Source: an optimization exercise on an open RTL-to-GDS flow (aim: small area). Production flows keep margins and buffers that such runs may drop. The RTL was checked by simulation tests, not by an equivalence proof against the original design. No activity file was given, so power comes from the tool's default toggle rates.

==> flow/design.v <==
package wb_pkg;
    localparam int XLEN = 32;
    localparam int REG_ADDR_W = 5;
    localparam int NUM_REGS = 32;
    typedef enum logic [2:0] {
        WB_NOP  = 3'd0,
        WB_GPR  = 3'd1,
        WB_MTHI = 3'd2,
        WB_MTLO = 3'd3,
        WB_MULT = 3'd4,
        WB_MADD = 3'd5,
        WB_MSUB = 3'd6
    } wb_op_t;
endpackage
`timescale 1ns/10ps
module wb_control (
    input  logic clk,
    input  logic reset,
    input  logic i_req,
    output logic o_ack,
    output logic o_commit
);
    typedef enum logic [1:0] {
        ST_IDLE   = 2'd0,
        ST_COMMIT = 2'd1,
        ST_ACK    = 2'd2
    } state_t;
    state_t state;
    state_t state_next;
    always_comb begin
        state_next = state;
        case (state)
            ST_IDLE: begin
                if (i_req) begin
                    state_next = ST_COMMIT;
                end
            end
            ST_COMMIT: begin
                state_next = ST_ACK;
            end
            ST_ACK: begin
                if (!i_req) begin
                    state_next = ST_IDLE;
                end
            end
            default: begin
                state_next = ST_IDLE;
            end
        endcase
    end
    always_ff @(posedge clk) begin
        if (reset) begin
            state <= ST_IDLE;
        end else begin
            state <= state_next;
        end
    end
    assign o_commit = (state == ST_COMMIT);
    assign o_ack = (state == ST_ACK);
endmodule
`timescale 1ns/10ps
module hilo_add #(
    parameter int N = 64
) (
    input  logic [N-1:0] a,
    input  logic [N-1:0] b,
    input  logic         cin,
    output logic [N-1:0] y
);
    logic [N-1:0] p;
    logic [N-1:0] g;
    logic [N-1:0] gg;
    logic [N-1:0] pp;
    always_comb begin
        p = a ^ b;
        g = a & b;
        g[0] = g[0] | (p[0] & cin);
        gg = g;
        pp = p;
        for (int d = 1; d < N; d = d * 2) begin
            for (int i = 2 * d - 1; i < N; i = i + 2 * d) begin
                gg[i] = gg[i] | (pp[i] & gg[i-d]);
                pp[i] = pp[i] & pp[i-d];
            end
        end
        for (int d = N / 4; d >= 1; d = d / 2) begin
            for (int i = 3 * d - 1; i < N; i = i + 2 * d) begin
                gg[i] = gg[i] | (pp[i] & gg[i-d]);
                pp[i] = pp[i] & pp[i-d];
            end
        end
        y[0] = p[0] ^ cin;
        for (int i = 1; i < N; i++) begin
            y[i] = p[i] ^ gg[i-1];
        end
    end
endmodule
module hilo_unit (
    input  logic                        clk,
    input  logic                        reset,
    input  logic                        i_commit,
    input  wb_pkg::wb_op_t              i_op0,
    input  wb_pkg::wb_op_t              i_op1,
    input  logic [wb_pkg::XLEN-1:0]     i_data0,
    input  logic [wb_pkg::XLEN-1:0]     i_data1,
    input  logic [2*wb_pkg::XLEN-1:0]   i_prod0,
    input  logic [2*wb_pkg::XLEN-1:0]   i_prod1,
    output logic [wb_pkg::XLEN-1:0]     o_hi,
    output logic [wb_pkg::XLEN-1:0]     o_lo
);
    localparam int W = wb_pkg::XLEN;
    logic [W-1:0]   hi_q;
    logic [W-1:0]   lo_q;
    logic           mul1, acc1, mul0, acc0;
    logic           lane1;
    logic           use_old;
    logic           sub;
    logic [2*W-1:0] a;
    logic [2*W-1:0] p;
    logic [2*W-1:0] sum;
    assign acc1 = (i_op1 == wb_pkg::WB_MADD) || (i_op1 == wb_pkg::WB_MSUB);
    assign mul1 = acc1 || (i_op1 == wb_pkg::WB_MULT);
    assign acc0 = (i_op0 == wb_pkg::WB_MADD) || (i_op0 == wb_pkg::WB_MSUB);
    assign mul0 = acc0 || (i_op0 == wb_pkg::WB_MULT);
    assign lane1   = mul1;
    assign use_old = lane1 ? acc1 : acc0;
    assign sub     = lane1 ? (i_op1 == wb_pkg::WB_MSUB) : (i_op0 == wb_pkg::WB_MSUB);
    assign p       = (lane1 ? i_prod1 : i_prod0) ^ {2*W{sub}};
    assign a       = {hi_q, lo_q} & {2*W{use_old}};
    hilo_add #(.N(2*W)) u_add (
        .a   (a),
        .b   (p),
        .cin (sub),
        .y   (sum)
    );
    logic hi_d1, hi_d0, hi_s, lo_d1, lo_d0, lo_s;
    logic hi_en, lo_en;
    always_comb begin
        hi_d1 = 1'b0; hi_d0 = 1'b0; hi_s = 1'b0;
        lo_d1 = 1'b0; lo_d0 = 1'b0; lo_s = 1'b0;
        if (i_op1 == wb_pkg::WB_MTHI)      hi_d1 = 1'b1;
        else if (mul1)                     hi_s  = 1'b1;
        else if (i_op0 == wb_pkg::WB_MTHI) hi_d0 = 1'b1;
        else if (mul0)                     hi_s  = 1'b1;
        if (i_op1 == wb_pkg::WB_MTLO)      lo_d1 = 1'b1;
        else if (mul1)                     lo_s  = 1'b1;
        else if (i_op0 == wb_pkg::WB_MTLO) lo_d0 = 1'b1;
        else if (mul0)                     lo_s  = 1'b1;
        if (reset) begin
            hi_d1 = 1'b0; hi_d0 = 1'b0; hi_s = 1'b0;
            lo_d1 = 1'b0; lo_d0 = 1'b0; lo_s = 1'b0;
        end
    end
    assign hi_en = reset || (i_commit && (hi_d1 || hi_d0 || hi_s));
    assign lo_en = reset || (i_commit && (lo_d1 || lo_d0 || lo_s));
    always_ff @(posedge clk) begin
        if (hi_en) begin
            hi_q <= ({W{hi_s}} & sum[2*W-1:W]) | ({W{hi_d1}} & i_data1) | ({W{hi_d0}} & i_data0);
        end
        if (lo_en) begin
            lo_q <= ({W{lo_s}} & sum[W-1:0]) | ({W{lo_d1}} & i_data1) | ({W{lo_d0}} & i_data0);
        end
    end
    assign o_hi = hi_q;
    assign o_lo = lo_q;
endmodule
`timescale 1ns/10ps
module gpr_file (
    input  logic                            clk,
    input  logic                            reset,
    input  logic                            i_commit,
    input  wb_pkg::wb_op_t                  i_op0,
    input  wb_pkg::wb_op_t                  i_op1,
    input  logic [wb_pkg::REG_ADDR_W-1:0]   i_rdst0,
    input  logic [wb_pkg::REG_ADDR_W-1:0]   i_rdst1,
    input  logic [wb_pkg::XLEN-1:0]         i_data0,
    input  logic [wb_pkg::XLEN-1:0]         i_data1,
    input  logic [wb_pkg::REG_ADDR_W-1:0]   i_raddr,
    output logic [wb_pkg::XLEN-1:0]         o_rdata
);
    localparam int N = wb_pkg::NUM_REGS;
    localparam int W = wb_pkg::XLEN;
    logic [W-1:0]                  regs [1:N-1];
    logic                          pv;
    logic [wb_pkg::REG_ADDR_W-1:0] pa;
    logic [W-1:0]                  pd;
    logic                          we0;
    logic                          we1;
    logic                          wen;
    logic [wb_pkg::REG_ADDR_W-1:0] waddr;
    logic [W-1:0]                  wdata;
    assign we0 = i_commit && (i_op0 == wb_pkg::WB_GPR) && (i_rdst0 != '0);
    assign we1 = i_commit && (i_op1 == wb_pkg::WB_GPR) && (i_rdst1 != '0);
    assign wen   = i_commit ? we0 : pv;
    assign waddr = i_commit ? i_rdst0 : pa;
    assign wdata = reset ? '0 : (i_commit ? i_data0 : pd);
    always_ff @(posedge clk) begin
        pv <= we1 && !reset;
        pa <= i_rdst1;
        pd <= i_data1;
    end
    for (genvar r = 1; r < N; r++) begin : g_reg
        logic wr;
        assign wr = reset || (wen && (waddr == r));
        always_ff @(posedge clk) begin
            if (wr) begin
                regs[r] <= wdata;
            end
        end
    end
    logic          hit;
    logic [W-1:0]  rdata;
    assign hit = pv && (pa == i_raddr);
    always_comb begin
        rdata = {W{hit}} & pd;
        for (int r = 1; r < N; r++) begin
            rdata = rdata | ({W{!hit && (i_raddr == r)}} & regs[r]);
        end
    end
    assign o_rdata = rdata;
endmodule
`timescale 1ns/10ps
module wb_top (
    input  logic                            clk,
    input  logic                            reset,
    input  logic                            i_req,
    output logic                            o_ack,
    input  wb_pkg::wb_op_t                  i_op0,
    input  wb_pkg::wb_op_t                  i_op1,
    input  logic [wb_pkg::REG_ADDR_W-1:0]   i_rdst0,
    input  logic [wb_pkg::REG_ADDR_W-1:0]   i_rdst1,
    input  logic [wb_pkg::XLEN-1:0]         i_data0,
    input  logic [wb_pkg::XLEN-1:0]         i_data1,
    input  logic [2*wb_pkg::XLEN-1:0]       i_prod0,
    input  logic [2*wb_pkg::XLEN-1:0]       i_prod1,
    input  logic [wb_pkg::REG_ADDR_W-1:0]   i_raddr,
    output logic [wb_pkg::XLEN-1:0]         o_rdata,
    output logic [wb_pkg::XLEN-1:0]         o_hi,
    output logic [wb_pkg::XLEN-1:0]         o_lo
);
    logic commit;
    wb_control u_control (
        .clk      (clk),
        .reset    (reset),
        .i_req    (i_req),
        .o_ack    (o_ack),
        .o_commit (commit)
    );
    hilo_unit u_hilo (
        .clk      (clk),
        .reset    (reset),
        .i_commit (commit),
        .i_op0    (i_op0),
        .i_op1    (i_op1),
        .i_data0  (i_data0),
        .i_data1  (i_data1),
        .i_prod0  (i_prod0),
        .i_prod1  (i_prod1),
        .o_hi     (o_hi),
        .o_lo     (o_lo)
    );
    gpr_file u_gpr (
        .clk      (clk),
        .reset    (reset),
        .i_commit (commit),
        .i_op0    (i_op0),
        .i_op1    (i_op1),
        .i_rdst0  (i_rdst0),
        .i_rdst1  (i_rdst1),
        .i_data0  (i_data0),
        .i_data1  (i_data1),
        .i_raddr  (i_raddr),
        .o_rdata  (o_rdata)
    );
endmodule
Settings: LEC_CHECK=0, CAP_MARGIN=5, CORE_MARGIN=2, CORE_UTILIZATION=60, CTS_CLUSTER_DIAMETER=100, CTS_CLUSTER_SIZE=25, SLEW_MARGIN=5; clock period 7.0 ns.
standard.sh (not shown) runs the stock make flow with config.mk's settings and CLKGATE_MAP_FILE= SYNTH_SCRIPT=/design/flow/synth_recipe.tcl, a recipe that flattens the netlist after the stock synthesis.
==> flow/flow/run.sh <==
#!/bin/bash
# Standard synthesis and layout, with single-drive buffers on the ports
# (in place of the default delay-cell buffers) and no dummy clock loads.
set -euo pipefail
export BUFFER_PORTS_ARGS="-buffer_cell sky130_fd_sc_hd__buf_1"
export CTS_ARGS="-sink_clustering_enable -repair_clock_nets -dont_use_dummy_load -sink_clustering_size 25 -sink_clustering_max_diameter 100"
bash standard.sh finish \
    "BUFFER_PORTS_ARGS=$BUFFER_PORTS_ARGS" \
    "CTS_ARGS=$CTS_ARGS" > flow_standard.log 2>&1
Rerun with:
--- a/flow/design.v
+++ b/flow/design.v
@@ -116,50 +116,52 @@
     logic           use_old;
     logic           sub;
     logic [2*W-1:0] a;
     logic [2*W-1:0] p;
+    logic [2*W-1:0] pm;
     logic [2*W-1:0] sum;
     assign acc1 = (i_op1 == wb_pkg::WB_MADD) || (i_op1 == wb_pkg::WB_MSUB);
     assign mul1 = acc1 || (i_op1 == wb_pkg::WB_MULT);
     assign acc0 = (i_op0 == wb_pkg::WB_MADD) || (i_op0 == wb_pkg::WB_MSUB);
     assign mul0 = acc0 || (i_op0 == wb_pkg::WB_MULT);
     assign lane1   = mul1;
     assign use_old = lane1 ? acc1 : acc0;
     assign sub     = lane1 ? (i_op1 == wb_pkg::WB_MSUB) : (i_op0 == wb_pkg::WB_MSUB);
-    assign p       = (lane1 ? i_prod1 : i_prod0) ^ {2*W{sub}};
-    assign a       = {hi_q, lo_q} & {2*W{use_old}};
+    assign pm      = lane1 ? i_prod1 : i_prod0;
+    assign p       = pm ^ {2*W{sub}};
+    assign a       = {hi_q, lo_q};
     hilo_add #(.N(2*W)) u_add (
         .a   (a),
         .b   (p),
         .cin (sub),
         .y   (sum)
     );
-    logic hi_d1, hi_d0, hi_s, lo_d1, lo_d0, lo_s;
+    logic hi_d1, hi_d0, hi_s, lo_d1, lo_d0, lo_s, hi_p, lo_p;
     logic hi_en, lo_en;
     always_comb begin
-        hi_d1 = 1'b0; hi_d0 = 1'b0; hi_s = 1'b0;
-        lo_d1 = 1'b0; lo_d0 = 1'b0; lo_s = 1'b0;
+        hi_d1 = 1'b0; hi_d0 = 1'b0; hi_s = 1'b0; hi_p = 1'b0;
+        lo_d1 = 1'b0; lo_d0 = 1'b0; lo_s = 1'b0; lo_p = 1'b0;
         if (i_op1 == wb_pkg::WB_MTHI)      hi_d1 = 1'b1;
-        else if (mul1)                     hi_s  = 1'b1;
+        else if (mul1)                     begin hi_s = use_old; hi_p = !use_old; end
         else if (i_op0 == wb_pkg::WB_MTHI) hi_d0 = 1'b1;
-        else if (mul0)                     hi_s  = 1'b1;
+        else if (mul0)                     begin hi_s = use_old; hi_p = !use_old; end
         if (i_op1 == wb_pkg::WB_MTLO)      lo_d1 = 1'b1;
-        else if (mul1)                     lo_s  = 1'b1;
+        else if (mul1)                     begin lo_s = use_old; lo_p = !use_old; end
         else if (i_op0 == wb_pkg::WB_MTLO) lo_d0 = 1'b1;
-        else if (mul0)                     lo_s  = 1'b1;
+        else if (mul0)                     begin lo_s = use_old; lo_p = !use_old; end
         if (reset) begin
-            hi_d1 = 1'b0; hi_d0 = 1'b0; hi_s = 1'b0;
-            lo_d1 = 1'b0; lo_d0 = 1'b0; lo_s = 1'b0;
-        end
-    end
-    assign hi_en = reset || (i_commit && (hi_d1 || hi_d0 || hi_s));
-    assign lo_en = reset || (i_commit && (lo_d1 || lo_d0 || lo_s));
+            hi_d1 = 1'b0; hi_d0 = 1'b0; hi_s = 1'b0; hi_p = 1'b0;
+            lo_d1 = 1'b0; lo_d0 = 1'b0; lo_s = 1'b0; lo_p = 1'b0;
+        end
+    end
+    assign hi_en = reset || (i_commit && (hi_d1 || hi_d0 || hi_s || hi_p));
+    assign lo_en = reset || (i_commit && (lo_d1 || lo_d0 || lo_s || lo_p));
     always_ff @(posedge clk) begin
         if (hi_en) begin
-            hi_q <= ({W{hi_s}} & sum[2*W-1:W]) | ({W{hi_d1}} & i_data1) | ({W{hi_d0}} & i_data0);
+            hi_q <= ({W{hi_s}} & sum[2*W-1:W]) | ({W{hi_p}} & pm[2*W-1:W]) | ({W{hi_d1}} & i_data1) | ({W{hi_d0}} & i_data0);
         end
         if (lo_en) begin
-            lo_q <= ({W{lo_s}} & sum[W-1:0]) | ({W{lo_d1}} & i_data1) | ({W{lo_d0}} & i_data0);
+            lo_q <= ({W{lo_s}} & sum[W-1:0]) | ({W{lo_p}} & pm[W-1:0]) | ({W{lo_d1}} & i_data1) | ({W{lo_d0}} & i_data0);
         end
     end
     assign o_hi = hi_q;
     assign o_lo = lo_q;
Result: Clock-buffer cell count goes up by 1; setup slack is worse by 35 ps; cell area is about the same; routed wire length drops by about 0.8%; non-clock buffer count went down by 1; synthesized cell count is lower by 1.2%; utilization goes up by 0.19 points; final cell count is lower by 0.92%; global-route usage goes down by 0.36 points; sequential power hardly moves.

[static timing again, ports no longer ideal]
The flow's constraints put no driver on any port. The routed layouts listed below were extracted and timed again, unchanged, in two steps. Step 1: set_driving_cell puts a clkbuf_16 on clk and a buf_2 on each other input, an assumption about the parent block. Step 2, shift: input delay + t, output delay - t, t = (earliest + latest rising clock arrival at the registers) / 2. This alone moves slack from input paths to output paths. Three values: ideal, step 1, step 2; two values: the first two.
run | t, ns | setup WS [ns] | hold slack, ns | worst register clock-pin slew, ns
the first run | 0.700 | 0.646 / 0.559 / 0.447 | 0.529 / 0.529 / 0.529 | 0.10 / 0.10
the second run | 0.697 | 0.612 / 0.529 / 0.032 | 0.520 / 0.520 / 0.520 | 0.10 / 0.10
After both steps every run listed still meets setup and hold. For the second run, which loses most, drivers alone change the setup slack by -0.083 ns; drivers and shift together by -0.580 ns.
